From an optimization exercise on the open Yosys and OpenROAD flow, aimed at small area, a short achievable clock period and few clock cycles; shortcuts taken in it are not production practice. Only simulation tests tie the RTL to the original design; equivalence was not proved. Power is estimated from default activity; no workload was simulated.

<file path="flow/run.sh">
#!/bin/bash
set -euo pipefail
W=$PWD
mkdir -p scripts_abc
for f in "$FLOW_HOME"/scripts/*; do
  ln -sfn "$f" "scripts_abc/$(basename "$f")"
done
rm -f scripts_abc/abc_speed.script
cp flow/abc_speed.script scripts_abc/abc_speed.script
sed 's|"\${@:-finish}"|SCRIPTS_DIR='"$W"'/scripts_abc "${@:-finish}"|' standard.sh > standard_synth_abc.sh
sed 's|"\${@:-finish}"|SETUP_SLACK_MARGIN=6.3 "${@:-finish}"|' standard.sh > standard_margin.sh
grep -q 'scripts_abc' standard_synth_abc.sh
grep -q 'SETUP_SLACK_MARGIN=6.3' standard_margin.sh
bash standard_synth_abc.sh synth > make_synth.log 2>&1
R=orfs/results/${FLOW_PLATFORM}/reverse_impact_detector_unit/base
md5sum "$R/1_2_yosys.v" > synth_netlist.md5
bash standard_margin.sh > make_flow.log 2>&1
if md5sum -c --status synth_netlist.md5; then
  echo "layout built on the delay-mapped synthesis" >> make_flow.log
else
  echo "WARNING: synthesis was run again by the layout make" >> make_flow.log
fi
test -f out/final.def
</file>
<file path="flow/abc_speed.script">
strash
dch
map -D 2000
strash
dch
map -D 2000
buffer -c
topo
stime -c
upsize -c
dnsize -c
</file>
<file path="standard.sh">
#!/bin/bash
# synth_recipe.tcl (not shown) runs the flow's synth.tcl, then flattens the netlist and writes it again
# the make line also repeats each setting of config.mk as NAME=value (left out here)
make -C /OpenROAD-flow-scripts/flow DESIGN_CONFIG=/design/flow/config.mk WORK_HOME=/design/flow/orfs CLKGATE_MAP_FILE= SYNTH_SCRIPT=/design/flow/synth_recipe.tcl "${@:-finish}"
</file>
<file path="config.mk">
export PLATFORM = sky130hd
export DESIGN_NAME = reverse_impact_detector_unit
export DESIGN_NICKNAME = reverse_impact_detector_unit
export VERILOG_FILES = /design/flow/design.v
export SDC_FILE = /design/flow/constraint.sdc
export NUM_CORES = 4
export LEC_CHECK = 0
export CAP_MARGIN = 20
export CORE_MARGIN = 2
export CORE_UTILIZATION = 40
export CTS_BUF_LIST = sky130_fd_sc_hd__clkbuf_8
export CTS_CLUSTER_DIAMETER = 60
export CTS_CLUSTER_SIZE = 16
export SLEW_MARGIN = 20
</file>
<file path="constraint.sdc">
create_clock -name core_clock -period 10.0 [get_ports {clk_i}]
set_input_delay 2.0000 -clock core_clock [delete_from_list [all_inputs] [get_ports {clk_i}]]
set_output_delay 2.0000 -clock core_clock [all_outputs]
set_load 0.01 [all_outputs]
</file>
<file path="design.v">
package rid_pkg;
  localparam int unsigned SPEED_DEPTH = 10;
  localparam int unsigned ACCEL_DEPTH = 100;
  localparam int unsigned BLK         = 10;                      
  localparam int unsigned NBLK        = ACCEL_DEPTH / BLK - 1;   
  localparam logic [1:0] CMD_SPEED = 2'd0;
  localparam logic [1:0] CMD_ACCEL = 2'd1;
  localparam logic [1:0] CMD_EVAL  = 2'd2;
  localparam logic signed [15:0] SPEED_LIMIT_RST = -16'sd256;
  function automatic logic sgt(input logic [15:0] a, input logic [15:0] b);
    logic [15:0] g, l;
    logic [7:0]  g1, l1;
    logic [3:0]  g2, l2;
    logic [1:0]  g3, l3;
    g = {~a[15] & b[15], a[14:0] & ~b[14:0]};
    l = {a[15] & ~b[15], ~a[14:0] & b[14:0]};
    for (int i = 0; i < 8; i++) begin
      g1[i] = g[2*i+1] | (~l[2*i+1] & g[2*i]);
      l1[i] = l[2*i+1] | (~g[2*i+1] & l[2*i]);
    end
    for (int i = 0; i < 4; i++) begin
      g2[i] = g1[2*i+1] | (~l1[2*i+1] & g1[2*i]);
      l2[i] = l1[2*i+1] | (~g1[2*i+1] & l1[2*i]);
    end
    for (int i = 0; i < 2; i++) begin
      g3[i] = g2[2*i+1] | (~l2[2*i+1] & g2[2*i]);
      l3[i] = l2[2*i+1] | (~g2[2*i+1] & l2[2*i]);
    end
    sgt = g3[1] | (~l3[1] & g3[0]);
  endfunction
  function automatic logic [48:0] comb(input logic [48:0] a, input logic [48:0] b);
    logic sx, smx, smn;
    sx  = a[48] & sgt(a[47:32], b[47:32]);
    smx = a[48] & sgt(a[31:16], b[31:16]);
    smn = a[48] & sgt(b[15:0], a[15:0]);
    comb = {b[48], sx ? a[47:32] : b[47:32], smx ? a[31:16] : b[31:16],
            smn ? a[15:0] : b[15:0]};
  endfunction
  function automatic logic [48:0] combc(input logic [48:0] a, input logic [48:0] b,
                                        input logic [2:0] c);
    logic sx, smx, smn;
    sx  = a[48] & c[2];
    smx = a[48] & c[1];
    smn = a[48] & c[0];
    combc = {b[48], sx ? a[47:32] : b[47:32], smx ? a[31:16] : b[31:16],
             smn ? a[15:0] : b[15:0]};
  endfunction
  function automatic logic [2:0] combcmp(input logic [47:0] a, input logic [47:0] b);
    combcmp = {sgt(a[47:32], b[47:32]), sgt(a[31:16], b[31:16]), sgt(b[15:0], a[15:0])};
  endfunction
  function automatic logic spread_gt(input logic [15:0] zmax, input logic [15:0] zmin,
                                     input logic [15:0] thr);
    logic [17:0] a, b, c, s, k, t;
    a = {{2{zmax[15]}}, zmax};
    b = ~{{2{zmin[15]}}, zmin};
    c = ~{2'b00, thr};
    s = a ^ b ^ c;
    k = {(a[16:0] & b[16:0]) | (a[16:0] & c[16:0]) | (b[16:0] & c[16:0]), 1'b1};
    t = s + k;
    spread_gt = ~t[17];
  endfunction
  function automatic logic [17:0] conv_w(input logic [15:0] g);
    logic [21:0] a, b, c, d, s1, k1, s2, k2, u;
    a = {{1{g[15]}}, g, 5'd0};
    b = {{2{g[15]}}, g, 4'd0};
    c = {{6{g[15]}}, g};
    d = g[15] ? 22'd39 : 22'd40;
    s1 = a ^ b ^ c;
    k1 = {(a[20:0] & b[20:0]) | (a[20:0] & c[20:0]) | (b[20:0] & c[20:0]), 1'b0};
    s2 = s1 ^ k1 ^ d;
    k2 = {(s1[20:0] & k1[20:0]) | (s1[20:0] & d[20:0]) | (k1[20:0] & d[20:0]), 1'b0};
    u  = s2 + k2;
    conv_w = u[21:4];
  endfunction
  function automatic logic [23:0] conv_t(input logic [17:0] w);
    logic [23:0] a, b, c, d, s1, k1, s2, k2;
    a = {{6{w[17]}}, w};
    b = {{5{w[17]}}, w, 1'b0};
    c = {{2{w[17]}}, w, 4'd0};
    d = {{1{w[17]}}, w, 5'd0};
    s1 = a ^ b ^ c;
    k1 = {(a[22:0] & b[22:0]) | (a[22:0] & c[22:0]) | (b[22:0] & c[22:0]), 1'b0};
    s2 = s1 ^ k1 ^ d;
    k2 = {(s1[22:0] & k1[22:0]) | (s1[22:0] & d[22:0]) | (k1[22:0] & d[22:0]), 1'b0};
    conv_t = s2 + k2;
  endfunction
  function automatic logic [15:0] conv_q(input logic [23:0] t);
    logic [39:0] a, b, c, d, s1, k1, s2, k2, r;
    a = {{16{t[23]}}, t};
    b = {{8{t[23]}}, t, 8'd0};
    c = {t, 16'd0};
    d = 40'd1048576;
    s1 = a ^ b ^ c;
    k1 = {(a[38:0] & b[38:0]) | (a[38:0] & c[38:0]) | (b[38:0] & c[38:0]), 1'b0};
    s2 = s1 ^ k1 ^ d;
    k2 = {(s1[38:0] & k1[38:0]) | (s1[38:0] & d[38:0]) | (k1[38:0] & d[38:0]), 1'b0};
    r  = s2 + k2;
    conv_q = r[39:24];
  endfunction
endpackage
module rid_ram #(
  parameter int unsigned DEPTH = 100
) (
  input  logic                 clk_i,
  input  logic                 we_i,
  input  logic [15:0]          x_i,
  input  logic [15:0]          z_i,
  output logic [8:0][15:0]     x_o,     
  output logic [8:0][15:0]     z_o,
  output logic [3:0]           cx_o,    
  output logic [3:0]           cz_o     
);
  localparam int unsigned B0 = DEPTH - 10;    
  logic [15:0] x_q [DEPTH];
  logic [15:0] z_q [DEPTH];
  logic [7:0]  cx_q, cz_q;                    
  always_ff @(posedge clk_i) begin
    if (we_i) begin
      x_q[0] <= x_i;
      z_q[0] <= z_i;
      for (int i = 1; i < DEPTH; i++) begin
        x_q[i] <= x_q[i-1];
        z_q[i] <= z_q[i-1];
      end
      cx_q <= {cx_q[6:0], rid_pkg::sgt(x_q[B0-1], x_q[B0])};
      cz_q <= {cz_q[6:0], rid_pkg::sgt(z_q[B0-1], z_q[B0])};
    end
  end
  for (genvar k = 0; k < 9; k++) begin : g_out
    assign x_o[k] = x_q[DEPTH-9+k];
    assign z_o[k] = z_q[DEPTH-9+k];
  end
  for (genvar i = 0; i < 4; i++) begin : g_cmp
    assign cx_o[i] = cx_q[1+2*i];
    assign cz_o[i] = cz_q[1+2*i];
  end
endmodule
module rid_scan (
  input  logic                               clk_i,
  input  logic                               full_i,    
  input  logic [8:0][15:0]                   x_i,       
  input  logic [8:0][15:0]                   z_i,
  input  logic [3:0]                         cx_i,      
  input  logic [3:0]                         cz_i,      
  input  logic [47:0]                        p_i,       
  input  logic [rid_pkg::NBLK-1:0][47:0]     b_i,       
  input  logic [rid_pkg::NBLK-1:0]           bv_i,
  input  logic [3:0][2:0]                    cb_i,      
  output logic [47:0]                        st_o
);
  logic [48:0] o1 [5];
  logic [48:0] p1 [6];
  logic [48:0] a_o [3], a_p [3];    
  logic [48:0] c_o, c_p;            
  logic        full_a, full_c;
  logic [48:0] of, st;
  always_comb begin
    for (int i = 0; i < 4; i++)
      o1[i] = {1'b1,
               cx_i[i]  ? x_i[2*i] : x_i[2*i+1],
               cz_i[i]  ? z_i[2*i] : z_i[2*i+1],
               ~cz_i[i] ? z_i[2*i] : z_i[2*i+1]};
    o1[4] = {1'b1, x_i[8], z_i[8], z_i[8]};
    p1[0] = {1'b1, p_i};
    for (int i = 0; i < 4; i++)
      p1[i+1] = rid_pkg::combc({bv_i[2*i+1], b_i[2*i+1]}, {bv_i[2*i], b_i[2*i]}, cb_i[i]);
    p1[5] = {bv_i[8], b_i[8]};
  end
  always_ff @(posedge clk_i) begin
    a_o[0] <= rid_pkg::comb(o1[0], o1[1]);
    a_o[1] <= rid_pkg::comb(o1[2], o1[3]);
    a_o[2] <= o1[4];
    a_p[0] <= rid_pkg::comb(p1[1], p1[0]);
    a_p[1] <= rid_pkg::comb(p1[3], p1[2]);
    a_p[2] <= rid_pkg::comb(p1[5], p1[4]);
    full_a <= full_i;
  end
  always_ff @(posedge clk_i) begin
    c_o    <= rid_pkg::comb(rid_pkg::comb(a_o[0], a_o[1]), a_o[2]);
    c_p    <= rid_pkg::comb(a_p[2], rid_pkg::comb(a_p[1], a_p[0]));
    full_c <= full_a;
  end
  assign of = full_c ? c_o : {1'b1, 48'd0};
  assign st = rid_pkg::comb(of, c_p);
  always_ff @(posedge clk_i) begin
    st_o <= st[47:0];
  end
endmodule
module reverse_impact_detector_unit #(
  parameter int unsigned SPEED_DEPTH = rid_pkg::SPEED_DEPTH,
  parameter int unsigned ACCEL_DEPTH = rid_pkg::ACCEL_DEPTH
) (
  input  logic         clk_i,
  input  logic         rst_ni,
  input  logic         s_axis_tvalid,
  output logic         s_axis_tready,
  input  logic [79:0]  s_axis_tdata,
  input  logic [1:0]   s_axis_tuser,
  output logic         m_axis_tvalid,
  input  logic         m_axis_tready,
  output logic [55:0]  m_axis_tdata,
  input  logic         cfg_we_i,
  input  logic [1:0]   cfg_idx_i,
  input  logic [31:0]  cfg_data_i
);
  localparam int unsigned NBLK = rid_pkg::NBLK;
  logic signed [15:0] peak_thr_q;
  logic [15:0]        zspread_thr_q;
  logic [31:0]        hold_q;
  logic signed [15:0] limit_q;
  logic signed [19:0] lim10_q;
  always_ff @(posedge clk_i or negedge rst_ni) begin
    if (!rst_ni) begin
      peak_thr_q    <= '0;
      zspread_thr_q <= '0;
      hold_q        <= '0;
      limit_q       <= rid_pkg::SPEED_LIMIT_RST;
    end else if (cfg_we_i) begin
      case (cfg_idx_i)
        2'd0: peak_thr_q    <= cfg_data_i[15:0];
        2'd1: zspread_thr_q <= cfg_data_i[15:0];
        2'd2: hold_q        <= cfg_data_i;
        2'd3: limit_q       <= cfg_data_i[15:0];
        default: ;
      endcase
    end
  end
  always_ff @(posedge clk_i) begin
    lim10_q <= (20'(limit_q) <<< 3) + (20'(limit_q) <<< 1);
  end
  logic               tready_q;
  logic               acc;
  logic               s1s_q, s1a_q, s1e_q;
  logic signed [15:0] d_spd_q;
  logic [15:0]        d_ax_q, d_az_q;
  logic [31:0]        now1_q;
  logic [1:0]         rsv_q;    
  logic               e1_adv, e1_stuck, s1e_d, pop;
  logic [1:0]         rsv_adv;
  assign acc      = s_axis_tvalid & tready_q;
  assign e1_adv   = s1e_q & (rsv_q != 2'd2);
  assign e1_stuck = s1e_q & ~e1_adv;
  assign s1e_d    = (acc & (s_axis_tuser == rid_pkg::CMD_EVAL)) | e1_stuck;
  assign rsv_adv  = rsv_q + 2'(e1_adv);
  always_ff @(posedge clk_i or negedge rst_ni) begin
    if (!rst_ni) begin
      tready_q <= 1'b0;
      s1s_q    <= 1'b0;
      s1a_q    <= 1'b0;
      s1e_q    <= 1'b0;
      rsv_q    <= '0;
    end else begin
      tready_q <= ~(s1e_d & (rsv_adv == 2'd2));
      s1s_q    <= acc & (s_axis_tuser == rid_pkg::CMD_SPEED);
      s1a_q    <= acc & (s_axis_tuser == rid_pkg::CMD_ACCEL);
      s1e_q    <= s1e_d;
      rsv_q    <= rsv_adv - 2'(pop);
    end
  end
  always_ff @(posedge clk_i) begin
    d_spd_q <= s_axis_tdata[15:0];
    d_ax_q  <= s_axis_tdata[31:16];
    d_az_q  <= s_axis_tdata[47:32];
    if (acc) now1_q <= s_axis_tdata[79:48];
  end
  assign s_axis_tready = tready_q;
  logic signed [15:0]     spd_q [SPEED_DEPTH];
  logic [SPEED_DEPTH-1:0] spv_q;    
  logic signed [19:0]     sum_q;
  logic [15:0]            old;
  logic [19:0]            sa, sb, sc, ss, sk;
  assign old = spv_q[SPEED_DEPTH-1] ? spd_q[SPEED_DEPTH-1] : 16'd0;
  assign sa  = sum_q;
  assign sb  = {{4{d_spd_q[15]}}, d_spd_q};
  assign sc  = ~{{4{old[15]}}, old};
  assign ss = sa ^ sb ^ sc;
  assign sk = {(sa[18:0] & sb[18:0]) | (sa[18:0] & sc[18:0]) | (sb[18:0] & sc[18:0]), 1'b1};
  always_ff @(posedge clk_i or negedge rst_ni) begin
    if (!rst_ni) begin
      spv_q <= '0;
      sum_q <= '0;
    end else if (s1s_q) begin
      spv_q <= {spv_q[SPEED_DEPTH-2:0], 1'b1};
      sum_q <= ss + sk;
    end
  end
  always_ff @(posedge clk_i) begin
    if (s1s_q) begin
      spd_q[0] <= d_spd_q;
      for (int i = 1; i < SPEED_DEPTH; i++) spd_q[i] <= spd_q[i-1];
    end
  end
  logic        a2_q, a3_q, a4_q;
  logic [17:0] wx_q, wz_q;
  logic [23:0] tx_q, tz_q;
  logic [15:0] qx_q, qz_q;
  always_ff @(posedge clk_i or negedge rst_ni) begin
    if (!rst_ni) begin
      a2_q <= 1'b0;
      a3_q <= 1'b0;
      a4_q <= 1'b0;
    end else begin
      a2_q <= s1a_q;
      a3_q <= a2_q;
      a4_q <= a3_q;
    end
  end
  always_ff @(posedge clk_i) begin
    wx_q <= rid_pkg::conv_w(d_ax_q);
    wz_q <= rid_pkg::conv_w(d_az_q);
    tx_q <= rid_pkg::conv_t(wx_q);
    tz_q <= rid_pkg::conv_t(wz_q);
    qx_q <= rid_pkg::conv_q(tx_q);
    qz_q <= rid_pkg::conv_q(tz_q);
  end
  logic [8:0][15:0] old_x, old_z;
  logic [3:0]       old_cx, old_cz;
  rid_ram #(
    .DEPTH (ACCEL_DEPTH)
  ) u_win (
    .clk_i (clk_i),
    .we_i  (a4_q),
    .x_i   (qx_q),
    .z_i   (qz_q),
    .x_o   (old_x),
    .z_o   (old_z),
    .cx_o  (old_cx),
    .cz_o  (old_cz)
  );
  logic [47:0]            p_q;
  logic [NBLK-1:0][47:0]  b_q;
  logic [NBLK-1:0]        bv_q;
  logic [NBLK-2:0][2:0]   cb_q;
  logic [3:0]             m_q;
  logic [6:0]             wcnt_q;
  logic                   full_q;
  logic [48:0]            p_upd;
  logic                   push;
  assign p_upd = rid_pkg::comb({1'b1, qx_q, qz_q, qz_q}, {1'b1, p_q});
  assign push  = a4_q && (m_q == 4'd10);
  always_ff @(posedge clk_i or negedge rst_ni) begin
    if (!rst_ni) begin
      p_q    <= '0;
      bv_q   <= '0;
      m_q    <= 4'd10;
      wcnt_q <= '0;
      full_q <= 1'b0;
    end else if (a4_q) begin
      if (push) begin
        bv_q <= {bv_q[NBLK-2:0], 1'b1};
        p_q  <= {qx_q, qz_q, qz_q};
        m_q  <= 4'd1;
      end else begin
        p_q  <= p_upd[47:0];
        m_q  <= m_q + 4'd1;
      end
      if (!full_q) begin
        wcnt_q <= wcnt_q + 7'd1;
        if (wcnt_q == 7'd99) full_q <= 1'b1;
      end
    end
  end
  always_ff @(posedge clk_i) begin
    if (push) begin
      b_q  <= {b_q[NBLK-2:0], p_q};
      cb_q <= {cb_q[NBLK-3:0], rid_pkg::combcmp(b_q[0], p_q)};
    end
  end
  logic [3:0][2:0] cb_pair;
  for (genvar i = 0; i < 4; i++) begin : g_cb
    assign cb_pair[i] = cb_q[2*i];
  end
  logic [47:0] st;    
  rid_scan u_scan (
    .clk_i  (clk_i),
    .full_i (full_q),
    .x_i    (old_x),
    .z_i    (old_z),
    .cx_i   (old_cx),
    .cz_i   (old_cz),
    .p_i    (p_q),
    .b_i    (b_q),
    .bv_i   (bv_q),
    .cb_i   (cb_pair),
    .st_o   (st)
  );
  logic        e2_q, e3_q, e4_q, e5_q, e6_q, e7_q;
  logic        wp_q, rp_q;
  logic [31:0] snow_q [2];
  logic [19:0] ssum_q [2];
  logic        scs_q  [2];
  logic        cs2;
  assign cs2 = sum_q[19] & (sum_q > lim10_q);
  always_ff @(posedge clk_i or negedge rst_ni) begin
    if (!rst_ni) begin
      e2_q <= 1'b0;
      e3_q <= 1'b0;
      e4_q <= 1'b0;
      e5_q <= 1'b0;
      e6_q <= 1'b0;
      e7_q <= 1'b0;
      wp_q <= 1'b0;
      rp_q <= 1'b0;
    end else begin
      e2_q <= e1_adv;
      e3_q <= e2_q;
      e4_q <= e3_q;
      e5_q <= e4_q;
      e6_q <= e5_q;
      e7_q <= e6_q;
      if (e1_adv) wp_q <= ~wp_q;
      if (e7_q)   rp_q <= ~rp_q;
    end
  end
  always_ff @(posedge clk_i) begin
    if (e1_adv) snow_q[wp_q] <= now1_q;
    if (e2_q) begin
      ssum_q[~wp_q] <= sum_q;
      scs_q[~wp_q]  <= cs2;
    end
  end
  logic               det_q, lset_q, gta_q, gtb_q, ha5_q, ha6_q, dl_q, set1_q;
  logic [31:0]        da_q, d0o_q, d1o_q;
  logic               selb_q;
  logic [31:0]        onset_q;
  logic [31:0]        d10, d01, d0o, d1o;
  logic               ha, gt, cond, det_d, set;
  logic [15:0]        xmax, zmax, zmin, spread;
  logic [55:0]        pd;
  assign ha   = e6_q | e7_q | dl_q;
  assign d10  = snow_q[1] - snow_q[0];
  assign d01  = snow_q[0] - snow_q[1];
  assign d0o  = snow_q[0] - onset_q;
  assign d1o  = snow_q[1] - onset_q;
  always_ff @(posedge clk_i) begin
    da_q   <= (rp_q ^ dl_q) ? d01 : d10;
    d0o_q  <= d0o;
    d1o_q  <= d1o;
    selb_q <= rp_q ^ (e6_q | e7_q);
    ha5_q <= ha;
    gta_q <= da_q > hold_q;
    gtb_q <= (selb_q ? d1o_q : d0o_q) > hold_q;
    ha6_q <= ha5_q;
  end
  assign {xmax, zmax, zmin} = st;
  assign spread = zmax - zmin;
  assign gt     = (ha6_q & lset_q) ? gta_q : gtb_q;
  assign cond   = scs_q[rp_q] & rid_pkg::sgt(xmax, peak_thr_q) &
                  rid_pkg::spread_gt(zmax, zmin, zspread_thr_q);
  assign det_d  = cond | (det_q & ~gt);
  assign set    = cond & ~det_q;
  assign pd     = {3'b000, ssum_q[rp_q], spread, xmax, det_d};
  always_ff @(posedge clk_i or negedge rst_ni) begin
    if (!rst_ni) begin
      det_q   <= 1'b0;
      onset_q <= '0;
      lset_q  <= 1'b0;
      dl_q    <= 1'b0;
      set1_q  <= 1'b0;
    end else begin
      dl_q   <= e7_q;
      set1_q <= e7_q & set;
      if (e7_q) begin
        lset_q <= set;
        det_q  <= det_d;
      end
      if (set1_q) onset_q <= snow_q[~rp_q];
    end
  end
  logic [55:0] ent_q [2];
  logic        qwp_q, qrp_q, out_v_q;
  logic [1:0]  cnt_q;
  logic [55:0] out_q;
  logic        qrp_n;
  logic [1:0]  cnt_p;
  assign pop   = out_v_q & m_axis_tready;
  assign qrp_n = qrp_q ^ pop;
  assign cnt_p = cnt_q - 2'(pop);
  always_ff @(posedge clk_i or negedge rst_ni) begin
    if (!rst_ni) begin
      qwp_q   <= 1'b0;
      qrp_q   <= 1'b0;
      cnt_q   <= '0;
      out_v_q <= 1'b0;
    end else begin
      if (e7_q) qwp_q <= ~qwp_q;
      qrp_q   <= qrp_n;
      cnt_q   <= cnt_p + 2'(e7_q);
      out_v_q <= (cnt_p != 2'd0) | e7_q;
    end
  end
  always_ff @(posedge clk_i) begin
    if (e7_q) ent_q[qwp_q] <= pd;
    out_q <= (cnt_p == 2'd0) ? pd : ent_q[qrp_n];
  end
  assign m_axis_tvalid = out_v_q;
  assign m_axis_tdata  = out_q;
endmodule
</file>
==> results of run 1 <==
[synth_stat cells (29+ instances only)]
cell type                     n  share of area [%]
sky130_fd_sc_hd__nand2_1   1462                2.9
sky130_fd_sc_hd__inv_1     1205                2.4
sky130_fd_sc_hd__clkbuf_1   151               0.30
sky130_fd_sc_hd__nand3_1    175               0.47
sky130_fd_sc_hd__dfxtp_1    757                8.1
sky130_fd_sc_hd__o211ai_1    44               0.18
sky130_fd_sc_hd__o21ai_1     96               0.26
sky130_fd_sc_hd__o31ai_1     39               0.16
sky130_fd_sc_hd__a221oi_1    35               0.16
sky130_fd_sc_hd__mux2i_1     39               0.21
sky130_fd_sc_hd__ha_1       550                3.7
sky130_fd_sc_hd__nor3_1      58               0.16
sky130_fd_sc_hd__mux2_2     176                1.1
sky130_fd_sc_hd__fa_1       163                1.7
sky130_fd_sc_hd__dfrtp_1    227                3.0
sky130_fd_sc_hd__o221ai_1    54               0.25
sky130_fd_sc_hd__a31oi_1    107               0.36
sky130_fd_sc_hd__o22ai_1    139               0.47
sky130_fd_sc_hd__edfxtp_1  4073                 65
sky130_fd_sc_hd__buf_2       57               0.15
sky130_fd_sc_hd__nand4_1     50               0.17
sky130_fd_sc_hd__xor2_1     207               0.97
sky130_fd_sc_hd__a21oi_1    676                1.8
sky130_fd_sc_hd__o21ai_0    863                2.3
sky130_fd_sc_hd__o21a_1      29               0.12
sky130_fd_sc_hd__a22oi_1     80               0.32
sky130_fd_sc_hd__or2_2       40               0.13
sky130_fd_sc_hd__nor2_1     661                1.3
[layer usage]
| layer | share of wire (%) | vias to the layer above | GRT usage (%) |
|---|---|---|---|
| met4 | 2.4 | 8 | 3.474 |
| met3 | 4.3 | 481 | 1.842 |
| met2 | 45 | 1574 | 20.40 |
| met1 | 48 | 45917 | 19.12 |
| met5 | 0.013 | - | 0 |
| li1 | - | 46008 | - |
[flip-flops by register name, indices dropped and copies added (netlist names), 24 cells and up]
| register | count |
|---|---|
| hold_q | 32 |
| tx_q | 24 |
| spd_q | 160 |
| snow_q | 64 |
| b_q | 432 |
| onset_q | 32 |
| da_q | 32 |
| ssum_q | 40 |
| d1o_q | 32 |
| out_q | 53 |
| tz_q | 24 |
| d0o_q | 32 |
| u_scan.c_o | 48 |
| u_scan.a_o | 128 |
| now1_q | 32 |
| u_win.z_q | 1600 |
| u_scan.c_p | 48 |
| u_scan.st_o | 48 |
| u_win.x_q | 1600 |
| u_scan.a_p | 146 |
| p_q | 48 |
| ent_q | 106 |
[final timing paths]
kind / from / to / slack, ps / cells past startpoint
min in group asynchronous: rst_ni / sum_q[7] / 700 / 1
hold reg to reg: u_win.x_q[99][10] / u_scan.a_o[2][42] / 330 / 0
setup / recovery: out_v_q / m_axis_tvalid / 6200 / 1
max in group asynchronous: rst_ni / p_q[0] / 7870 / 2
hold / removal: u_win.x_q[99][10] / u_scan.a_o[2][42] / 330 / 0
setup reg to reg: onset_q[0] / d0o_q[30] / 6270 / 20
[kinds of logic after synthesis]
kind of cell,after synthesis
AOI/OAI and AO/OA,2330
xor gates and xnor gates,233
adders and majority gates,714
buffers and inverters,1449
DFF,5067
muxes,216
other,1
and+or+nand+nor,2491
[per-stage QoR]
stage | worst slack, ps | instance area (um2)
after floorplan | -13990 | 187000
after global placement | 5296 | 196400
after detailed placement | 5307 | 196400
after CTS | 6004 | 205700
after global routing | 6067 | 207600
final | 6203 | 207600
[repair_timing]
action                                 4_1_cts  5_1_grt
setup endpoints to repair                  998     1063
pin swaps                                   57      125
gates resized for setup                    563      252
setup buffers                               58       75
endpoints found under the hold margin        0        0
cloned                                       3       11
[area by class of cell]
class                      count  share of cell area [%]
multi-input combinational   5998                   19.15
clock buffer                 416                   2.758
antenna                        3                0.003616
timing repair inverter         1                0.002411
sequential                  5067                   69.19
clock inverter               254                   1.061
timing repair buffer         397                   1.884
inverter                    1214                   2.215
tap                         6198                   3.735
[power by group]
group	total (mW)	switching [mW]	internal (mW)	leakage, nW
Clock	11.4	6.79	4.59	4.40
Sequential	26.5	1.59	24.9	40.9
Combinational	17.4	9.98	7.43	25.3
Total	55.3	18.4	36.9	70.5
==> impl_summary.log, run 1 <==
INFO  metric slowest_delay = 460 ps
INFO  metric fin_crit = 3797 ps
INFO  metric yosys.cell_types.count = 87
INFO  metric final.period_utilization = 37.97%
INFO  metric worst_ep_arrival_time = around 1800 ps
INFO  metric critical_path_class = flip-flop to output port
INFO  metric ios = 179
INFO  metric globalRoute.totalOverflow = 0
INFO  metric number_of_cells_after_detailed_placement = 18727
INFO  metric max_slew_margin = 21.40%
INFO  metric fin_nets = 13916
INFO  metric grt_usage = 13.03%
INFO  metric leakage = 70.53 nW
INFO  metric cell_count_after_synthesis = 12501
INFO  metric synth_flop_cell = sky130_fd_sc_hd__edfxtp_1
INFO  metric final.hold.worst_slack = 333.5 ps
INFO  metric worstPathBufferInverterCount = 1
INFO  metric fin_tns_setup = 0 ps
INFO  metric total_power = 55.29 mW
INFO  metric final_common_cell = sky130_fd_sc_hd__edfxtp_1
INFO  metric antenna_found_initial = 5
INFO  metric grt_start_max_net_pins = 185
INFO  metric syn_area_per_cell = 14.96 um2
INFO  metric seq_area_frac_synth = ~77%
INFO  metric number_of_enable_flip_flop_cells_after_synthesis = 4073
INFO  metric multi_input_comb_area = between 30000 and 40000 um2
INFO  metric layout_common_cells = sky130_fd_sc_hd__edfxtp_1, sky130_fd_sc_hd__nand2_1, sky130_fd_sc_hd__inv_1
INFO  metric yosys.area_share.simple = 5.361%
INFO  metric finalHoldViolations = 0
INFO  metric finalWeightedCongestion = roughly 0.83
INFO  metric htree_num_levels = 5
INFO  metric timing.critical_path.fanout_max = 2
INFO  metric multiplexer_share_of_the_synthesized_area = 1.275%
INFO  metric dp_wirelength = between 200000 and 250000 um
INFO  metric slew_viol_final = 0
INFO  metric die_span_x = a little under 700 um
INFO  metric drive_gt1_share = 10.85%
INFO  metric initial_core_utilization = between 40% and 50%
INFO  metric drcViolationCount = 0
INFO  metric grt_setup_unrepaired = true
INFO  metric setup.worst_path.end_class = output port
INFO  metric critical_path_required = 8000 ps
INFO  metric fillCellCount = about 40000
INFO  metric design.die.area = 472900 um2
INFO  metric clockRootBuffer = sky130_fd_sc_hd__clkbuf_8
INFO  metric cts_tree = yes
INFO  metric core = 466400 um2
INFO  metric largest_family_of_logic_cells_by_synthesized_area = compound AO/OA/AOI/OAI gates
INFO  metric port_buffers = 175
INFO  metric cts_buffers = roughly 400
INFO  metric routed-via-count = 93988
INFO  metric timing_worst_slew_pin_value = 1179 ps
INFO  metric synth_async_sr_flop_share = roughly 4.7%
INFO  metric grt_pass1_vias = 88749
INFO  metric yosys_reg_bits = 5067
INFO  metric register_area = roughly 140000 um2
INFO  metric clkSlewWorstSetupHoldPaths = 90 ps
INFO  metric critPathSlowestCell = sky130_fd_sc_hd__dfrtp_2
INFO  metric cts_hold_buf = 0
INFO  metric drt_first_pass_iters = 7
INFO  metric grt_first_pass_wirelength = 494600 um
INFO  metric detail-route-antenna-nets = 0
INFO  metric wl_per_cell = roughly 16 um
INFO  metric die_h = 687.7 um
INFO  metric maxClockFrequency = 263.4 MHz
INFO  metric synth_xor_xnor_area_share = under 10%
INFO  metric cts_buffer_depth = 4
INFO  metric finalSetupViolations = 0
INFO  metric syn_area = around 190000 um2
INFO  metric finalCoreUtilization = between 40% and 50%
INFO  metric row_count = 251
INFO  metric layout.cells.non_filler = 19548
INFO  metric clock_latency = 1210 ps
INFO  metric critPathLaunchType = flip-flop
INFO  metric vdd.ir_drop.worst = 0.0003265 V
INFO  metric worstPathCellList = buf_6
INFO  metric area_growth = 11.03%
INFO  metric synth-warning-count = 10
INFO  metric run_status = finished clean
INFO  metric cts.sink_count = 5067
INFO  metric power-per-cell-area = 266.3 nW/um2
INFO  metric avgViaCountPerCell = 4.808
INFO  metric hp-class = flip-flop to flip-flop
INFO  metric timing.max_cap.violations = 0
INFO  metric compound_cell_area_share_of_the_yosys_netlist = 7.171%
INFO  metric total_wire_length = roughly 320000 um
INFO  metric worst_path_dominant_cell_family = flip-flops
INFO  metric yosys.area_share.adder = ~5.4%
INFO  metric detail_route.iter0.violations = between 7000 and 8000
INFO  metric worst_clock_skew = 147.4 ps
Testbench counts, summed over its fixed seeds: cycles 8,659.
==> inputs of run 2 (changes only) <==
--- a/design.v
+++ b/design.v
@@ -473,7 +473,7 @@
   logic [55:0] out_q;
   logic        qrp_n;
   logic [1:0]  cnt_p;
-  assign pop   = out_v_q & m_axis_tready;
+  assign pop   = (cnt_q != 2'd0) & m_axis_tready;
   assign qrp_n = qrp_q ^ pop;
   assign cnt_p = cnt_q - 2'(pop);
   always_ff @(posedge clk_i or negedge rst_ni) begin
==> impl_summary.log, run 2 <==
INFO  metric run_status = finished clean (unchanged)
INFO  metric worst_path_dominant_cell_family = compound AO/OA/AOI/OAI gates (was flip-flops)
INFO  metric setup.worst_path.end_class = flip-flop (was output port)
INFO  metric design.die.area = 473400 um2 (was 472900 um2)
INFO  metric timing_worst_slew_pin_value = 1053 ps (was 1179 ps)
INFO  metric grt_setup_unrepaired = true (unchanged)
INFO  metric synth-warning-count = 10 (unchanged)
INFO  metric worstPathBufferInverterCount = 3 (was 1)
INFO  metric die_span_x = 688.1 um (was 687.7 um)
INFO  metric cell_count_after_synthesis = 12494 (was 12501)
INFO  metric total_wire_length = 326600 um (was 322500 um)
INFO  metric fin_nets = 13959 (was 13916)
INFO  metric final_common_cell = sky130_fd_sc_hd__edfxtp_1 (unchanged)
INFO  metric r2r_setup_slack = 6160 ps (was 6270 ps)
INFO  metric synth_async_sr_flop_share = 4.677% (unchanged)
INFO  metric synth_flop_cell = sky130_fd_sc_hd__edfxtp_1 (unchanged)
INFO  metric grt_start_max_net_pins = 219 (was 185)
INFO  metric core = 466700 um2 (was 466400 um2)
INFO  metric timing.critical_path.fanout_max = 4 (was 2)
INFO  metric syn_area_per_cell = 14.98 um2 (was 14.96 um2)
INFO  metric layout_common_cells = sky130_fd_sc_hd__edfxtp_1, sky130_fd_sc_hd__nand2_1, sky130_fd_sc_hd__inv_1 (unchanged)
INFO  metric cts_hold_buf = 0 (unchanged)
INFO  metric drcViolationCount = 0 (unchanged)
INFO  metric area_growth = 11.44% (was 11.03%)
INFO  metric slowest_delay = 470 ps (was 460 ps)
INFO  metric drive_gt1_share = 11.61% (was 10.85%)
INFO  metric number_of_cells_after_detailed_placement = 18728 (was 18727)
INFO  metric detail-route-antenna-nets = 0 (unchanged)
INFO  metric dp_wirelength = 207900 um (was 206400 um)
INFO  metric row_count = 251 (unchanged)
INFO  metric grt_pass1_vias = 89979 (was 88749)
INFO  metric worst_clock_skew = 134.1 ps (was 147.4 ps)
INFO  metric worstPathCellList = clkinvlp_4, nor2_2, fa_2, buf_6, inv_4, ha_4, a21o_1, a21oi_2, nor2_2, o21ai_1, nand2_2, a31oi_4, o21ai_4, nand2_2, o311ai_4, a221oi_2, o31ai_2, a21oi_1, nor2_1, nor2_1, nor2_1, nand3b_1, nand2_1 (was buf_6)
INFO  metric syn_area = 187200 um2 (was 187000 um2)
INFO  metric min_delay_worst_endpoint = u_win.x_q[65][8] (was u_scan.a_o[2][42])
INFO  metric netlist.top_cell.by_area = sky130_fd_sc_hd__edfxtp_1 (unchanged)
INFO  metric antenna_found_initial = 8 (was 5)
INFO  metric leakage = 70.75 nW (was 70.53 nW)
INFO  metric reg.largest.list = u_win.x_q x1600, u_win.z_q x1600, b_q x432 (unchanged)
INFO  metric finalSetupViolations = 0 (unchanged)
INFO  metric fin_tns_setup = 0 ps (unchanged)
INFO  metric layout.cells.non_filler = 19595 (was 19548)
INFO  metric clkSlewWorstSetupHoldPaths = 90 ps (about the same)
INFO  metric htree_num_levels = 5 (unchanged)
INFO  metric fin_crit = 3843 ps (was 3797 ps)
INFO  metric detail_route.iter0.violations = 7847 (was 7223)
INFO  metric worst-r2r-cell-count = 23 (was 20)
INFO  metric ys_top_cells_by_count = sky130_fd_sc_hd__edfxtp_1, sky130_fd_sc_hd__nand2_1, sky130_fd_sc_hd__inv_1, sky130_fd_sc_hd__o21ai_0, sky130_fd_sc_hd__dfxtp_1 (unchanged)
INFO  metric routed-via-count = 94162 (was 93988)
INFO  metric synthDominantCellAreaShare = 65.34% (was 65.41%)
INFO  metric timing.max_cap.violations = 0 (unchanged)
INFO  metric critPathSlowestCell = sky130_fd_sc_hd__fa_2 (was sky130_fd_sc_hd__dfrtp_2)
INFO  metric die_h = 688.1 um (was 687.7 um)
INFO  metric cts.sink_count = 5067 (unchanged)
INFO  metric cts_tree = yes (unchanged)
INFO  metric initial_core_utilization = 40.11% (was 40.09%)
INFO  metric vdd.ir_drop.worst = 0.0003785 V (was 0.0003265 V)
INFO  metric ios = 179 (unchanged)
INFO  metric avgViaCountPerCell = 4.805 (was 4.808)
INFO  metric final.period_utilization = 38.43% (was 37.97%)
INFO  metric grt_first_pass_wirelength = 502500 um (was 494600 um)
INFO  metric finalHoldViolations = 0 (unchanged)
INFO  metric drt_first_pass_iters = 6 (was 7)
INFO  metric critical_path_class = flip-flop to flip-flop (was flip-flop to output port)
INFO  metric final.hold.worst_slack = 295.5 ps (was 333.5 ps)
INFO  metric globalRoute.totalOverflow = 0 (unchanged)
INFO  metric crit_path_frequent_cell = sky130_fd_sc_hd__nor2_1
INFO  metric hold_path.startpoint = u_win.x_q[64][8] (was u_win.x_q[99][10])
INFO  metric grt_usage = 13.24% (was 13.03%)
INFO  metric synth_top_cells_by_area = sky130_fd_sc_hd__edfxtp_1, sky130_fd_sc_hd__dfxtp_1, sky130_fd_sc_hd__ha_1, sky130_fd_sc_hd__dfrtp_1, sky130_fd_sc_hd__nand2_1 (unchanged)
INFO  metric clockRootBuffer = sky130_fd_sc_hd__clkbuf_8 (unchanged)
INFO  metric cts_buffers = 410 (was 403)
INFO  metric slew_viol_final = 0 (unchanged)
INFO  metric max_slew_margin = 29.74% (was 21.40%)
INFO  metric cts_buffer_depth = 4 (unchanged)
INFO  metric maxClockFrequency = 260.2 MHz (was 263.4 MHz)
INFO  metric critPathLaunchType = flip-flop (unchanged)
INFO  metric seq_area_frac_synth = 76.61% (was 76.69%)
INFO  metric power-per-cell-area = 265.8 nW/um2 (was 266.3 nW/um2)
INFO  metric hp-class = flip-flop to flip-flop (unchanged)
INFO  metric clock_latency = 1210 ps (about the same)
INFO  metric synthMostInstantiatedCell = sky130_fd_sc_hd__edfxtp_1 (unchanged)
INFO  metric yosys.cell_types.count = 95 (was 87)
INFO  metric worst_ep_arrival_time = 4970 ps (was 1800 ps)
INFO  metric critical_path_required = 11120 ps (was 8000 ps)
INFO  metric finalWeightedCongestion = 0.8243 (was 0.8264)
INFO  metric min_delay_path_depth = 0 (unchanged)
INFO  metric worst_setup_path_startpoint = spv_q[9] (was out_v_q)
INFO  metric port_buffers = 175 (unchanged)
INFO  metric yosys_reg_bits = 5067 (unchanged)
INFO  metric regToRegEndpoint = sum_q[19] (was d0o_q[30])
INFO  metric r2r-start = spv_q[9] (was onset_q[0])
INFO  metric number_of_enable_flip_flop_cells_after_synthesis = 4073 (unchanged)
INFO  metric wl_per_cell = 16.67 um (was 16.50 um)
-- run 2: report_power, final --
group / total (mW) / switching (mW) / internal (mW)
registers: 26.5 / 1.55 / 24.9
logic: 17.5 / 9.98 / 7.56
clock network: 11.4 / 6.84 / 4.60
-- run 2: layout make-up --
| class | count | area [um2] |
|---|---|---|
| repair inverters | 1 | 5.005 |
| flip-flops and latches | 5067 | 143600 |
| fillers | 41201 | 258100 |
| multi-input cells | 5990 | 40210 |
| clock inverters | 255 | 2183 |
| diodes | 5 | 12.51 |
| inverters | 1222 | 4601 |
| repair buffers | 433 | 4349 |
| well taps | 6198 | 7755 |
| clock buffers | 424 | 5836 |
-- run 2: kinds of logic after synthesis --
group | synth area share, %
xor gates and xnor gates | 1.072
other | 0.002003
buffers and inverters | 3.023
DFF | 76.61
AOI/OAI and AO/OA | 7.041
adders and majority gates | 5.436
and+or+nand+nor | 5.388
muxes | 1.426
-- run 2: worst reg2reg max path, cell delays in order (launching register included) --
cell,delay [ps]
sky130_fd_sc_hd__dfrtp_2,400
sky130_fd_sc_hd__clkinvlp_4,150
sky130_fd_sc_hd__nor2_2,130
sky130_fd_sc_hd__fa_2,470
sky130_fd_sc_hd__buf_6,140
sky130_fd_sc_hd__inv_4,50
sky130_fd_sc_hd__ha_4,190
sky130_fd_sc_hd__a21o_1,180
sky130_fd_sc_hd__a21oi_2,160
sky130_fd_sc_hd__nor2_2,60
sky130_fd_sc_hd__o21ai_1,150
sky130_fd_sc_hd__nand2_2,90
sky130_fd_sc_hd__a31oi_4,240
sky130_fd_sc_hd__o21ai_4,100
sky130_fd_sc_hd__nand2_2,90
sky130_fd_sc_hd__o311ai_4,100
sky130_fd_sc_hd__a221oi_2,330
sky130_fd_sc_hd__o31ai_2,120
sky130_fd_sc_hd__a21oi_1,150
sky130_fd_sc_hd__nor2_1,50
sky130_fd_sc_hd__nor2_1,130
sky130_fd_sc_hd__nor2_1,60
sky130_fd_sc_hd__nand3b_1,150
sky130_fd_sc_hd__nand2_1,110
-- run 2: worst max-delay path by stage --
| stage | to | slack [ps] | cells past startpoint |
|---|---|---|---|
| 4_1_cts | u_win.z_q[25][15] | 6010 | 3 |
| 5_1_grt | tx_q[22] | 5960 | 21 |
| 3_5_place_dp | u_win.x_q[14][1] | 5110 | 4 |
| 3_3_place_gp | u_win.x_q[16][8] | 5160 | 4 |
| 6_report | sum_q[19] | 6160 | 23 |
| 2_1_floorplan | b_q[0] | -17050 | 4 |
-- run 2: timing repair --
item	4_1_cts	5_1_grt
gates cloned	6	16
buffers inserted	71	90
pin swaps	60	146
resized for setup	515	325
endpoints found under the setup margin	1935	1718
-- run 2: per-stage QoR --
step                setup slack [ps]  total power [mW]  instance area (um2)  util [%]
floorplan                     -17050             37.37               187200         -
global placement                5161             41.00               196600     42.12
detailed placement              5115             41.15               196600     42.12
CTS                             6015             54.38               206200     44.19
global route                    5959             59.22               208600     44.70
finish                          6157             55.45               208600     44.70
-- run 2: metal layers --
layer,GRT usage (%),vias to the layer above,part of all wire [%]
li1,-,46092,-
met2,20.41,1553,45
met3,1.709,550,3.9
met5,0,-,0.0064
met4,3.943,4,2.6
met1,19.63,45963,49
Testbench counts of run 2, summed over its fixed seeds: cycles 8,659.
==> inputs of run 3 (changes only) <==
--- a/design.v
+++ b/design.v
@@ -150,9 +150,9 @@
 );
   logic [48:0] o1 [5];
   logic [48:0] p1 [6];
-  logic [48:0] a_o [3], a_p [3];    
-  logic [48:0] c_o, c_p;            
-  logic        full_a, full_c;
+  logic [48:0] a_o [2], a_p [2];    
+  logic [48:0] c_o, c_p;
+  logic        full_a;
   logic [48:0] of, st;
   always_comb begin
     for (int i = 0; i < 4; i++)
@@ -167,20 +167,15 @@
     p1[5] = {bv_i[8], b_i[8]};
   end
   always_ff @(posedge clk_i) begin
-    a_o[0] <= rid_pkg::comb(o1[0], o1[1]);
-    a_o[1] <= rid_pkg::comb(o1[2], o1[3]);
-    a_o[2] <= o1[4];
-    a_p[0] <= rid_pkg::comb(p1[1], p1[0]);
-    a_p[1] <= rid_pkg::comb(p1[3], p1[2]);
-    a_p[2] <= rid_pkg::comb(p1[5], p1[4]);
+    a_o[0] <= rid_pkg::comb(rid_pkg::comb(o1[0], o1[1]), rid_pkg::comb(o1[2], o1[3]));
+    a_o[1] <= o1[4];
+    a_p[0] <= rid_pkg::comb(rid_pkg::comb(p1[3], p1[2]), rid_pkg::comb(p1[1], p1[0]));
+    a_p[1] <= rid_pkg::comb(p1[5], p1[4]);
     full_a <= full_i;
   end
-  always_ff @(posedge clk_i) begin
-    c_o    <= rid_pkg::comb(rid_pkg::comb(a_o[0], a_o[1]), a_o[2]);
-    c_p    <= rid_pkg::comb(a_p[2], rid_pkg::comb(a_p[1], a_p[0]));
-    full_c <= full_a;
-  end
-  assign of = full_c ? c_o : {1'b1, 48'd0};
+  assign c_o = rid_pkg::comb(a_o[0], a_o[1]);
+  assign c_p = rid_pkg::comb(a_p[1], a_p[0]);
+  assign of = full_a ? c_o : {1'b1, 48'd0};
   assign st = rid_pkg::comb(of, c_p);
   always_ff @(posedge clk_i) begin
     st_o <= st[47:0];
@@ -384,7 +379,7 @@
     .cb_i   (cb_pair),
     .st_o   (st)
   );
-  logic        e2_q, e3_q, e4_q, e5_q, e6_q, e7_q;
+  logic        e2_q, e3_q, e4_q, e5_q, e6_q;
   logic        wp_q, rp_q;
   logic [31:0] snow_q [2];
   logic [19:0] ssum_q [2];
@@ -398,7 +393,6 @@
       e4_q <= 1'b0;
       e5_q <= 1'b0;
       e6_q <= 1'b0;
-      e7_q <= 1'b0;
       wp_q <= 1'b0;
       rp_q <= 1'b0;
     end else begin
@@ -407,9 +401,8 @@
       e4_q <= e3_q;
       e5_q <= e4_q;
       e6_q <= e5_q;
-      e7_q <= e6_q;
       if (e1_adv) wp_q <= ~wp_q;
-      if (e7_q)   rp_q <= ~rp_q;
+      if (e6_q)   rp_q <= ~rp_q;
     end
   end
   always_ff @(posedge clk_i) begin
@@ -419,24 +412,25 @@
       scs_q[~wp_q]  <= cs2;
     end
   end
-  logic               det_q, lset_q, gta_q, gtb_q, ha5_q, ha6_q, dl_q, set1_q;
+  logic               det_q, lset_q, gta_q, gtb_q, ha5_q, ha6_q;
   logic [31:0]        da_q, d0o_q, d1o_q;
   logic               selb_q;
   logic [31:0]        onset_q;
-  logic [31:0]        d10, d01, d0o, d1o;
+  logic [31:0]        d10, d01, d0o, d1o, now6;
   logic               ha, gt, cond, det_d, set;
   logic [15:0]        xmax, zmax, zmin, spread;
   logic [55:0]        pd;
-  assign ha   = e6_q | e7_q | dl_q;
+  assign ha   = e5_q | e6_q;
+  assign now6 = snow_q[rp_q];
   assign d10  = snow_q[1] - snow_q[0];
   assign d01  = snow_q[0] - snow_q[1];
   assign d0o  = snow_q[0] - onset_q;
   assign d1o  = snow_q[1] - onset_q;
   always_ff @(posedge clk_i) begin
-    da_q   <= (rp_q ^ dl_q) ? d01 : d10;
+    da_q  <= rp_q ? d01 : d10;
     d0o_q  <= d0o;
     d1o_q  <= d1o;
-    selb_q <= rp_q ^ (e6_q | e7_q);
+    selb_q <= rp_q ^ ha;
     ha5_q <= ha;
     gta_q <= da_q > hold_q;
     gtb_q <= (selb_q ? d1o_q : d0o_q) > hold_q;
@@ -455,16 +449,12 @@
       det_q   <= 1'b0;
       onset_q <= '0;
       lset_q  <= 1'b0;
-      dl_q    <= 1'b0;
-      set1_q  <= 1'b0;
     end else begin
-      dl_q   <= e7_q;
-      set1_q <= e7_q & set;
-      if (e7_q) begin
+      if (e6_q) begin
         lset_q <= set;
         det_q  <= det_d;
+        if (set) onset_q <= now6;
       end
-      if (set1_q) onset_q <= snow_q[~rp_q];
     end
   end
   logic [55:0] ent_q [2];
@@ -473,7 +463,7 @@
   logic [55:0] out_q;
   logic        qrp_n;
   logic [1:0]  cnt_p;
-  assign pop   = (cnt_q != 2'd0) & m_axis_tready;
+  assign pop   = out_v_q & m_axis_tready;
   assign qrp_n = qrp_q ^ pop;
   assign cnt_p = cnt_q - 2'(pop);
   always_ff @(posedge clk_i or negedge rst_ni) begin
@@ -483,14 +473,14 @@
       cnt_q   <= '0;
       out_v_q <= 1'b0;
     end else begin
-      if (e7_q) qwp_q <= ~qwp_q;
+      if (e6_q) qwp_q <= ~qwp_q;
       qrp_q   <= qrp_n;
-      cnt_q   <= cnt_p + 2'(e7_q);
-      out_v_q <= (cnt_p != 2'd0) | e7_q;
+      cnt_q   <= cnt_p + 2'(e6_q);
+      out_v_q <= (cnt_p != 2'd0) | e6_q;
     end
   end
   always_ff @(posedge clk_i) begin
-    if (e7_q) ent_q[qwp_q] <= pd;
+    if (e6_q) ent_q[qwp_q] <= pd;
     out_q <= (cnt_p == 2'd0) ? pd : ent_q[qrp_n];
   end
   assign m_axis_tvalid = out_v_q;
--- a/config.mk
+++ b/config.mk
@@ -10,5 +10,5 @@
 export CORE_UTILIZATION = 40
 export CTS_BUF_LIST = sky130_fd_sc_hd__clkbuf_8
 export CTS_CLUSTER_DIAMETER = 60
-export CTS_CLUSTER_SIZE = 16
+export CTS_CLUSTER_SIZE = 12
 export SLEW_MARGIN = 20
==> impl_summary.log, run 3 <==
INFO  metric run_status = finished clean (unchanged)
INFO  metric synth_async_sr_flop_share = 4.805% (was 4.677%)
INFO  metric row_count = 249 (was 251)
INFO  metric vdd.ir_drop.worst = 0.0002754 V (was 0.0003785 V)
INFO  metric drcViolationCount = 0 (unchanged)
INFO  metric netlist.top_cell.by_area = sky130_fd_sc_hd__edfxtp_1 (unchanged)
INFO  metric timing.max_cap.violations = 0 (unchanged)
INFO  metric max_slew_margin = 12.33% (was 29.74%)
INFO  metric timing_worst_slew_pin_value = 1315 ps (was 1053 ps)
INFO  metric worst_ep_arrival_time = 5190 ps (was 4970 ps)
INFO  metric synthMostInstantiatedCell = sky130_fd_sc_hd__edfxtp_1 (unchanged)
INFO  metric fin_nets = 14532 (was 13959)
INFO  metric timing.critical_path.fanout_max = 8 (was 4)
INFO  metric grt_pass1_vias = 93324 (was 89979)
INFO  metric total_power = 56.30 mW (was 55.45 mW)
INFO  metric antenna_found_initial = 10 (was 8)
INFO  metric drive_gt1_share = 16.11% (was 11.61%)
INFO  metric total_wire_length = 350400 um (was 326600 um)
INFO  metric critPathSlowestCell = sky130_fd_sc_hd__fa_1 (was sky130_fd_sc_hd__fa_2)
INFO  metric fin_tns_setup = 0 ps (unchanged)
INFO  metric synth-warning-count = 10 (unchanged)
INFO  metric grt_setup_unrepaired = true (unchanged)
INFO  metric finalHoldViolations = 0 (unchanged)
INFO  metric yosys_reg_bits = 4870 (was 5067)
INFO  metric globalRoute.totalOverflow = 0 (unchanged)
INFO  metric finalSetupViolations = 0 (unchanged)
INFO  metric detail-route-antenna-nets = 0 (unchanged)
INFO  metric worst_clock_skew = 151.3 ps (was 134.1 ps)
INFO  metric power-per-cell-area = 264.4 nW/um2 (was 265.8 nW/um2)
INFO  metric critical_path_class = flip-flop to flip-flop (unchanged)
INFO  metric fillCellCount = 40092 (was 41201)
INFO  metric htree_num_levels = 5 (unchanged)
INFO  metric synthDominantCellAreaShare = 66.00% (was 65.34%)
INFO  metric yosys.cell_types.count = 93 (was 95)
INFO  metric detail_route.iter0.violations = 8123 (was 7847)
INFO  metric grt_start_max_net_pins = 203 (was 219)
INFO  metric final.period_utilization = 40.91% (was 38.43%)
INFO  metric critical_path_required = 11100 ps (was 11120 ps)
INFO  metric ys_top_cells_by_count = sky130_fd_sc_hd__edfxtp_1, sky130_fd_sc_hd__nand2_1, sky130_fd_sc_hd__inv_1, sky130_fd_sc_hd__o21ai_0, sky130_fd_sc_hd__nor2_1 (was sky130_fd_sc_hd__edfxtp_1, sky130_fd_sc_hd__nand2_1, sky130_fd_sc_hd__inv_1, sky130_fd_sc_hd__o21ai_0, sky130_fd_sc_hd__dfxtp_1)
INFO  metric cts.sink_count = 4870 (was 5067)
INFO  metric initial_core_utilization = 40.24% (was 40.11%)
INFO  metric setup.worst_path.end_class = flip-flop (unchanged)
INFO  metric routed-via-count = 98952 (was 94162)
INFO  metric cell_count_after_synthesis = 12766 (was 12494)
INFO  metric port_buffers = 175 (unchanged)
INFO  metric r2r_setup_slack = 5910 ps (was 6160 ps)
INFO  metric area_growth = 14.91% (was 11.44%)
INFO  metric cts_tree = yes (unchanged)
INFO  metric ios = 179 (unchanged)
INFO  metric min_delay_worst_endpoint = u_scan.a_o[1][36] (was u_win.x_q[65][8])
INFO  metric number_of_enable_flip_flop_cells_after_synthesis = 4073 (unchanged)
INFO  metric syn_area = 185300 um2 (was 187200 um2)
INFO  metric leakage = 73.26 nW (was 70.75 nW)
INFO  metric grt_usage = 13.98% (was 13.24%)
INFO  metric wl_per_cell = 17.39 um (was 16.67 um)
INFO  metric design.die.area = 468700 um2 (was 473400 um2)
INFO  metric slowest_delay = 470 ps (about the same)
INFO  metric grt_first_pass_wirelength = 525800 um (was 502500 um)
INFO  metric r2r-start = zspread_thr_q[4] (was spv_q[9])
INFO  metric drt_first_pass_iters = 6 (unchanged)
INFO  metric hold_path.startpoint = u_win.x_q[99][4] (was u_win.x_q[64][8])
INFO  metric reg.largest.list = u_win.x_q x1600, u_win.z_q x1600, b_q x432 (unchanged)
INFO  metric layout_common_cells = sky130_fd_sc_hd__edfxtp_1, sky130_fd_sc_hd__nand2_1, sky130_fd_sc_hd__inv_1 (unchanged)
INFO  metric final_common_cell = sky130_fd_sc_hd__edfxtp_1 (unchanged)
INFO  metric fin_crit = 4091 ps (was 3843 ps)
INFO  metric critPathLaunchType = flip-flop (unchanged)
INFO  metric die_span_x = 684.6 um (was 688.1 um)
INFO  metric cts_buffers = 482 (was 410)
INFO  metric clkSlewWorstSetupHoldPaths = 90 ps (about the same)
INFO  metric avgViaCountPerCell = 4.911 (was 4.805)
INFO  metric maxClockFrequency = 244.5 MHz (was 260.2 MHz)
INFO  metric finalCoreUtilization = 46.24% (was 44.70%)
INFO  metric hp-class = flip-flop to flip-flop (unchanged)
INFO  metric clockRootBuffer = sky130_fd_sc_hd__clkbuf_8 (unchanged)
INFO  metric dp_wirelength = 214200 um (was 207900 um)
INFO  metric core = 460500 um2 (was 466700 um2)
INFO  metric clock_latency = 1230 ps (was 1210 ps)
INFO  metric worst-r2r-cell-count = 22 (was 23)
INFO  metric seq_area_frac_synth = 75.25% (was 76.61%)
INFO  metric syn_area_per_cell = 14.52 um2 (was 14.98 um2)
INFO  metric regToRegEndpoint = onset_q[14] (was sum_q[19])
INFO  metric slew_viol_final = 0 (unchanged)
INFO  metric synth_flop_cell = sky130_fd_sc_hd__edfxtp_1 (unchanged)
INFO  metric worstPathCellList = inv_2, fa_1, ha_1, nand2_1, nor2_1, a22oi_1, o21ai_1, nor2_1, o22ai_2, a211oi_2, o221ai_1, a21oi_1, nor3_1, nor3_1, xnor2_1, nand3_2, buf_6, or3_4, buf_12, buf_16, nand2_4, o21ai_2 (was clkinvlp_4, nor2_2, fa_2, buf_6, inv_4, ha_4, a21o_1, a21oi_2, nor2_2, o21ai_1, nand2_2, a31oi_4, o21ai_4, nand2_2, o311ai_4, a221oi_2, o31ai_2, a21oi_1, nor2_1, nor2_1, nor2_1, nand3b_1, nand2_1)
INFO  metric cts_buffer_depth = 4 (unchanged)
INFO  metric finalWeightedCongestion = 0.8614 (was 0.8243)
INFO  metric die_h = 684.6 um (was 688.1 um)
INFO  metric min_delay_path_depth = 0 (unchanged)
INFO  metric synth_top_cells_by_area = sky130_fd_sc_hd__edfxtp_1, sky130_fd_sc_hd__dfxtp_1, sky130_fd_sc_hd__ha_1, sky130_fd_sc_hd__nand2_1, sky130_fd_sc_hd__dfrtp_1 (was sky130_fd_sc_hd__edfxtp_1, sky130_fd_sc_hd__dfxtp_1, sky130_fd_sc_hd__ha_1, sky130_fd_sc_hd__dfrtp_1, sky130_fd_sc_hd__nand2_1)
-- run 3: cell families (layout without fill, tap and decap cells) --
kind of cell	Yosys count	count (layout)	synth area share, %
buffers and inverters	1484	2667	3.199
other	1	11	0.002024
adder cells (fa/ha/maj)	711	711	5.460
AND/OR/NAND/NOR	2882	2915	6.390
flip-flops	4870	4870	75.25
XOR/XNOR	235	235	1.111
multiplexers	172	172	1.012
AO/OA/AOI/OAI	2411	2421	7.573
-- run 3: layout make-up --
type                    instances  area [um2]  area share, %
clock inverters               283        2052         0.9637
multi-input cells            6457       45030          21.15
clock buffers                 494        6799          3.193
repair buffers                663        7039          3.306
well taps                    6149        7694          3.613
flip-flops and latches       4870      139700          65.60
diodes                          8       20.02       0.009402
inverters                    1227        4613          2.166
-- run 3: per-layer routing --
metal,global-route usage (%),vias to the layer above,wire length (um)
met4,4.120,18,9816
met1,20.63,48220,165400
met5,0,-,123
met2,21.49,2242,156400
li1,-,47795,-
met3,2.067,677,18620
-- run 3: worst max-delay path by stage --
stage / start / end / slack [ps] / cells past startpoint
final: zspread_thr_q[4] / onset_q[14] / 5910 / 22
after global routing: zspread_thr_q[4] / onset_q[28] / 5670 / 20
after floorplan: a4_q / p_q[36] / -17300 / 7
after CTS: zspread_thr_q[4] / onset_q[20] / 5990 / 20
after global placement: bv_q[3] / u_scan.a_p[0][3] / 5060 / 18
after detailed placement: bv_q[3] / u_scan.a_p[0][1] / 5020 / 18
-- run 3: timing repair --
| item | CTS | global route |
|---|---|---|
| setup buffers | 148 | 214 |
| gates cloned | 33 | 43 |
| pin swaps | 86 | 287 |
| endpoints found under the setup margin | 2165 | 1024 |
| resized for setup | 911 | 988 |
| hold buffers | 0 | 0 |
-- run 3: worst max-delay path: cells and delay by family, from the launching register on --
| kind | cells | cell delay [ps] |
|---|---|---|
| buffers and inverters | 4 | 550 |
| AND/OR/NAND/NOR | 8 | 1230 |
| AO/OA/AOI/OAI | 7 | 820 |
| flip-flops | 1 | 340 |
| XOR/XNOR | 1 | 250 |
| adder cells (fa/ha/maj) | 2 | 800 |
-- run 3: through the flow --
step | cell area (um2) | instances | setup WS [ps] | hold slack (ps)
after floorplan | 185300 | 12768 | -17300 | 309.6
after global placement | 194300 | 18927 | 5061 | 310.3
after detailed placement | 194300 | 18927 | 5024 | 315.7
after CTS | 207000 | 19885 | 5986 | 320.2
after global routing | 212900 | 20144 | 5671 | 331.8
final | 212900 | 20151 | 5909 | 327.4
-- run 3: where the power goes --
group | leakage, nW | switching (mW) | internal (mW)
clock network | 5.13 | 6.71 | 5.13
logic | 28.9 | 10.7 | 8.26
registers | 39.2 | 1.55 | 24.0
Testbench counts of run 3, summed over its fixed seeds: cycles 8,602.
==> inputs of run 4 (changes only) <==
--- a/flow/run.sh
+++ b/flow/run.sh
@@ -8,9 +8,9 @@
 rm -f scripts_abc/abc_speed.script
 cp flow/abc_speed.script scripts_abc/abc_speed.script
 sed 's|"\${@:-finish}"|SCRIPTS_DIR='"$W"'/scripts_abc "${@:-finish}"|' standard.sh > standard_synth_abc.sh
-sed 's|"\${@:-finish}"|SETUP_SLACK_MARGIN=6.3 "${@:-finish}"|' standard.sh > standard_margin.sh
+sed 's|"\${@:-finish}"|SETUP_SLACK_MARGIN=6.6 "${@:-finish}"|' standard.sh > standard_margin.sh
 grep -q 'scripts_abc' standard_synth_abc.sh
-grep -q 'SETUP_SLACK_MARGIN=6.3' standard_margin.sh
+grep -q 'SETUP_SLACK_MARGIN=6.6' standard_margin.sh
 bash standard_synth_abc.sh synth > make_synth.log 2>&1
 R=orfs/results/${FLOW_PLATFORM}/reverse_impact_detector_unit/base
 md5sum "$R/1_2_yosys.v" > synth_netlist.md5
--- a/config.mk
+++ b/config.mk
@@ -10,5 +10,5 @@
 export CORE_UTILIZATION = 40
 export CTS_BUF_LIST = sky130_fd_sc_hd__clkbuf_8
 export CTS_CLUSTER_DIAMETER = 60
-export CTS_CLUSTER_SIZE = 12
+export CTS_CLUSTER_SIZE = 16
 export SLEW_MARGIN = 20
==> impl_summary.log, run 4 <==
INFO  metric worst_ep_arrival_time = 5200 ps (was 5190 ps)
INFO  metric grt_usage = 14.38% (was 13.98%)
INFO  metric routed-via-count = 100553 (was 98952)
INFO  metric r2r-start = zspread_thr_q[4] (unchanged)
INFO  metric finalWeightedCongestion = 0.8614 (unchanged)
INFO  metric design.die.area = 468700 um2 (unchanged)
INFO  metric drt_first_pass_iters = 6 (unchanged)
INFO  metric leakage = 74.21 nW (was 73.26 nW)
INFO  metric layout.cells.non_filler = 20265 (was 20151)
INFO  metric cts_buffers = 396 (was 482)
INFO  metric antenna_found_initial = 9 (was 10)
INFO  metric slew_viol_final = 0 (unchanged)
INFO  metric synth-warning-count = 10 (unchanged)
INFO  metric syn_area = 185300 um2 (unchanged)
INFO  metric grt_start_max_net_pins = 203 (unchanged)
INFO  metric htree_num_levels = 5 (unchanged)
INFO  metric synth_async_sr_flop_share = 4.805% (unchanged)
INFO  metric critical_path_class = flip-flop to flip-flop (unchanged)
INFO  metric reg.largest.list = u_win.x_q x1600, u_win.z_q x1600, b_q x432 (unchanged)
INFO  metric initial_core_utilization = 40.24% (unchanged)
INFO  metric die_h = 684.6 um (unchanged)
INFO  metric run_status = finished clean (unchanged)
INFO  metric setup.worst_path.end_class = flip-flop (unchanged)
INFO  metric worst_setup_path_startpoint = zspread_thr_q[4] (unchanged)
INFO  metric drive_gt1_share = 20.26% (was 16.11%)
INFO  metric synth_top_cells_by_area = sky130_fd_sc_hd__edfxtp_1, sky130_fd_sc_hd__dfxtp_1, sky130_fd_sc_hd__ha_1, sky130_fd_sc_hd__nand2_1, sky130_fd_sc_hd__dfrtp_1 (unchanged)
INFO  metric number_of_enable_flip_flop_cells_after_synthesis = 4073 (unchanged)
INFO  metric finalSetupViolations = 0 (unchanged)
INFO  metric fin_nets = 14706 (was 14532)
INFO  metric cts_hold_buf = 0 (unchanged)
INFO  metric ys_top_cells_by_count = sky130_fd_sc_hd__edfxtp_1, sky130_fd_sc_hd__nand2_1, sky130_fd_sc_hd__inv_1, sky130_fd_sc_hd__o21ai_0, sky130_fd_sc_hd__nor2_1 (unchanged)
INFO  metric hp-class = flip-flop to flip-flop (unchanged)
INFO  metric core = 460500 um2 (unchanged)
INFO  metric regToRegEndpoint = onset_q[31] (was onset_q[14])
INFO  metric ios = 179 (unchanged)
INFO  metric number_of_cells_after_detailed_placement = 18927 (unchanged)
INFO  metric final_common_cell = sky130_fd_sc_hd__edfxtp_1 (unchanged)
INFO  metric r2r_setup_slack = 5930 ps (was 5910 ps)
INFO  metric setup_slack = 5928 ps (was 5909 ps)
INFO  metric cts_buffer_depth = 4 (unchanged)
INFO  metric clockRootBuffer = sky130_fd_sc_hd__clkbuf_8 (unchanged)
INFO  metric port_buffers = 175 (unchanged)
INFO  metric dpl_worst_slack = 5024 ps (unchanged)
INFO  metric avgViaCountPerCell = 4.962 (was 4.911)
INFO  metric timing.max_cap.violations = 0 (unchanged)
INFO  metric cts.sink_count = 4870 (unchanged)
INFO  metric syn_area_per_cell = 14.52 um2 (unchanged)
INFO  metric maxClockFrequency = 245.6 MHz (was 244.5 MHz)
INFO  metric max_slew_margin = 13.84% (was 12.33%)
## run 4: cell types whose count changed in the layout (fill, tap and decap cells not counted), sizes merged, moves of 2 or more
| cell | change |
|---|---|
| clkinv | +25 |
| buf | +252 |
| bufinv | -3 |
| clkinvlp | +3 |
| a21oi | -2 |
| a21o | +2 |
| bufbuf | +2 |
| inv | -73 |
| diode | -7 |
| nor2 | +2 |
| clkbuf | -93 |
| and2 | +3 |
## run 4: cell type report
type | instances | area [um2]
Antenna cell | 1 | 2.502
Clock inverter | 234 | 2077
Timing Repair Buffer | 914 | 9886
Tap cell | 6149 | 7694
Multi-Input combinational cell | 6465 | 47430
Sequential cell | 4870 | 139800
Fill cell | 39530 | 243400
Inverter | 1227 | 4623
Timing Repair inverter | 1 | 5.005
Clock buffer | 404 | 5560
## run 4: cell families (layout without fill, tap and decap cells)
family	count (synthesis)	count (layout)	share of synthesized area [%]
AOI/OAI and AO/OA	2411	2425	7.573
xor gates and xnor gates	235	235	1.111
adders and majority gates	711	711	5.460
buffers and inverters	1484	2780	3.199
DFF	4870	4870	75.25
muxes	172	172	1.012
other	1	4	0.002024
and+or+nand+nor	2882	2919	6.390
## run 4: where the power goes
part           leakage, nW  switching, mW  internal [mW]
clock                 4.18           6.63           4.34
sequential            39.2           1.53           24.0
combinational         30.8           11.5           9.79
## run 4: how the worst min path moves through the flow
stage | startpoint | endpoint | slack (ps) | depth (start not counted)
floorplan | ha5_q | ha6_q | 310 | 0
global placement | ha5_q | ha6_q | 310 | 0
detailed placement | ha5_q | ha6_q | 320 | 0
CTS | u_win.z_q[99][11] | u_scan.a_o[1][27] | 330 | 0
global route | s1a_q | a2_q | 330 | 0
finish | u_win.z_q[99][11] | u_scan.a_o[1][27] | 330 | 0
## run 4: layer usage
| layer | GRT usage [%] | share of wire, % | up-vias |
|---|---|---|---|
| met5 | 0 | 0.014 | - |
| met4 | 4.350 | 3.0 | 8 |
| met3 | 2.111 | 5.5 | 693 |
| met2 | 22.22 | 45 | 2446 |
| met1 | 21.09 | 47 | 49281 |
| li1 | - | - | 48125 |
## run 4: per-stage QoR
step	hold slack [ps]	cell area (um2)	utilization, %	total power, mW
6_report	329.5	217100	47.14	57.80
3_5_place_dp	315.7	194300	42.20	40.43
5_1_grt	333.4	217100	47.14	61.61
2_1_floorplan	309.6	185300	-	36.78
3_3_place_gp	310.3	194300	42.20	40.25
4_1_cts	329.6	211100	45.84	55.58
## run 4: critical path, cell delays in order (launching register included)
cell	delay, ps
sky130_fd_sc_hd__dfrtp_1	350
sky130_fd_sc_hd__inv_2	50
sky130_fd_sc_hd__fa_1	470
sky130_fd_sc_hd__ha_1	330
sky130_fd_sc_hd__nand2_1	80
sky130_fd_sc_hd__nor2_1	40
sky130_fd_sc_hd__a22oi_1	120
sky130_fd_sc_hd__o21ai_1	90
sky130_fd_sc_hd__nor2_1	150
sky130_fd_sc_hd__o22ai_2	90
sky130_fd_sc_hd__a211oi_2	190
sky130_fd_sc_hd__o221ai_1	140
sky130_fd_sc_hd__a21oi_1	150
sky130_fd_sc_hd__nor3_1	60
sky130_fd_sc_hd__nor3_1	200
sky130_fd_sc_hd__xnor2_1	240
sky130_fd_sc_hd__nand3_1	200
sky130_fd_sc_hd__or3_4	480
sky130_fd_sc_hd__buf_12	190
sky130_fd_sc_hd__buf_16	150
sky130_fd_sc_hd__buf_12	130
sky130_fd_sc_hd__o21ai_2	90
## run 4: what timing repair did
item | in CTS | in global routing
setup buffers | 387 | 211
resized for setup | 1659 | 1020
endpoints found under the setup margin | 2241 | 1371
pin swaps | 271 | 449
cloned | 71 | 29
hold endpoints to repair | 0 | 0

Setup slack of run 4, layout unchanged: 5.928 ns with ideal ports, 5.928 ns with driving cells assumed (clock clkbuf_16, inputs buf_2), 5.568 ns with port delays also shifted by the 1.255 ns mid clock arrival.
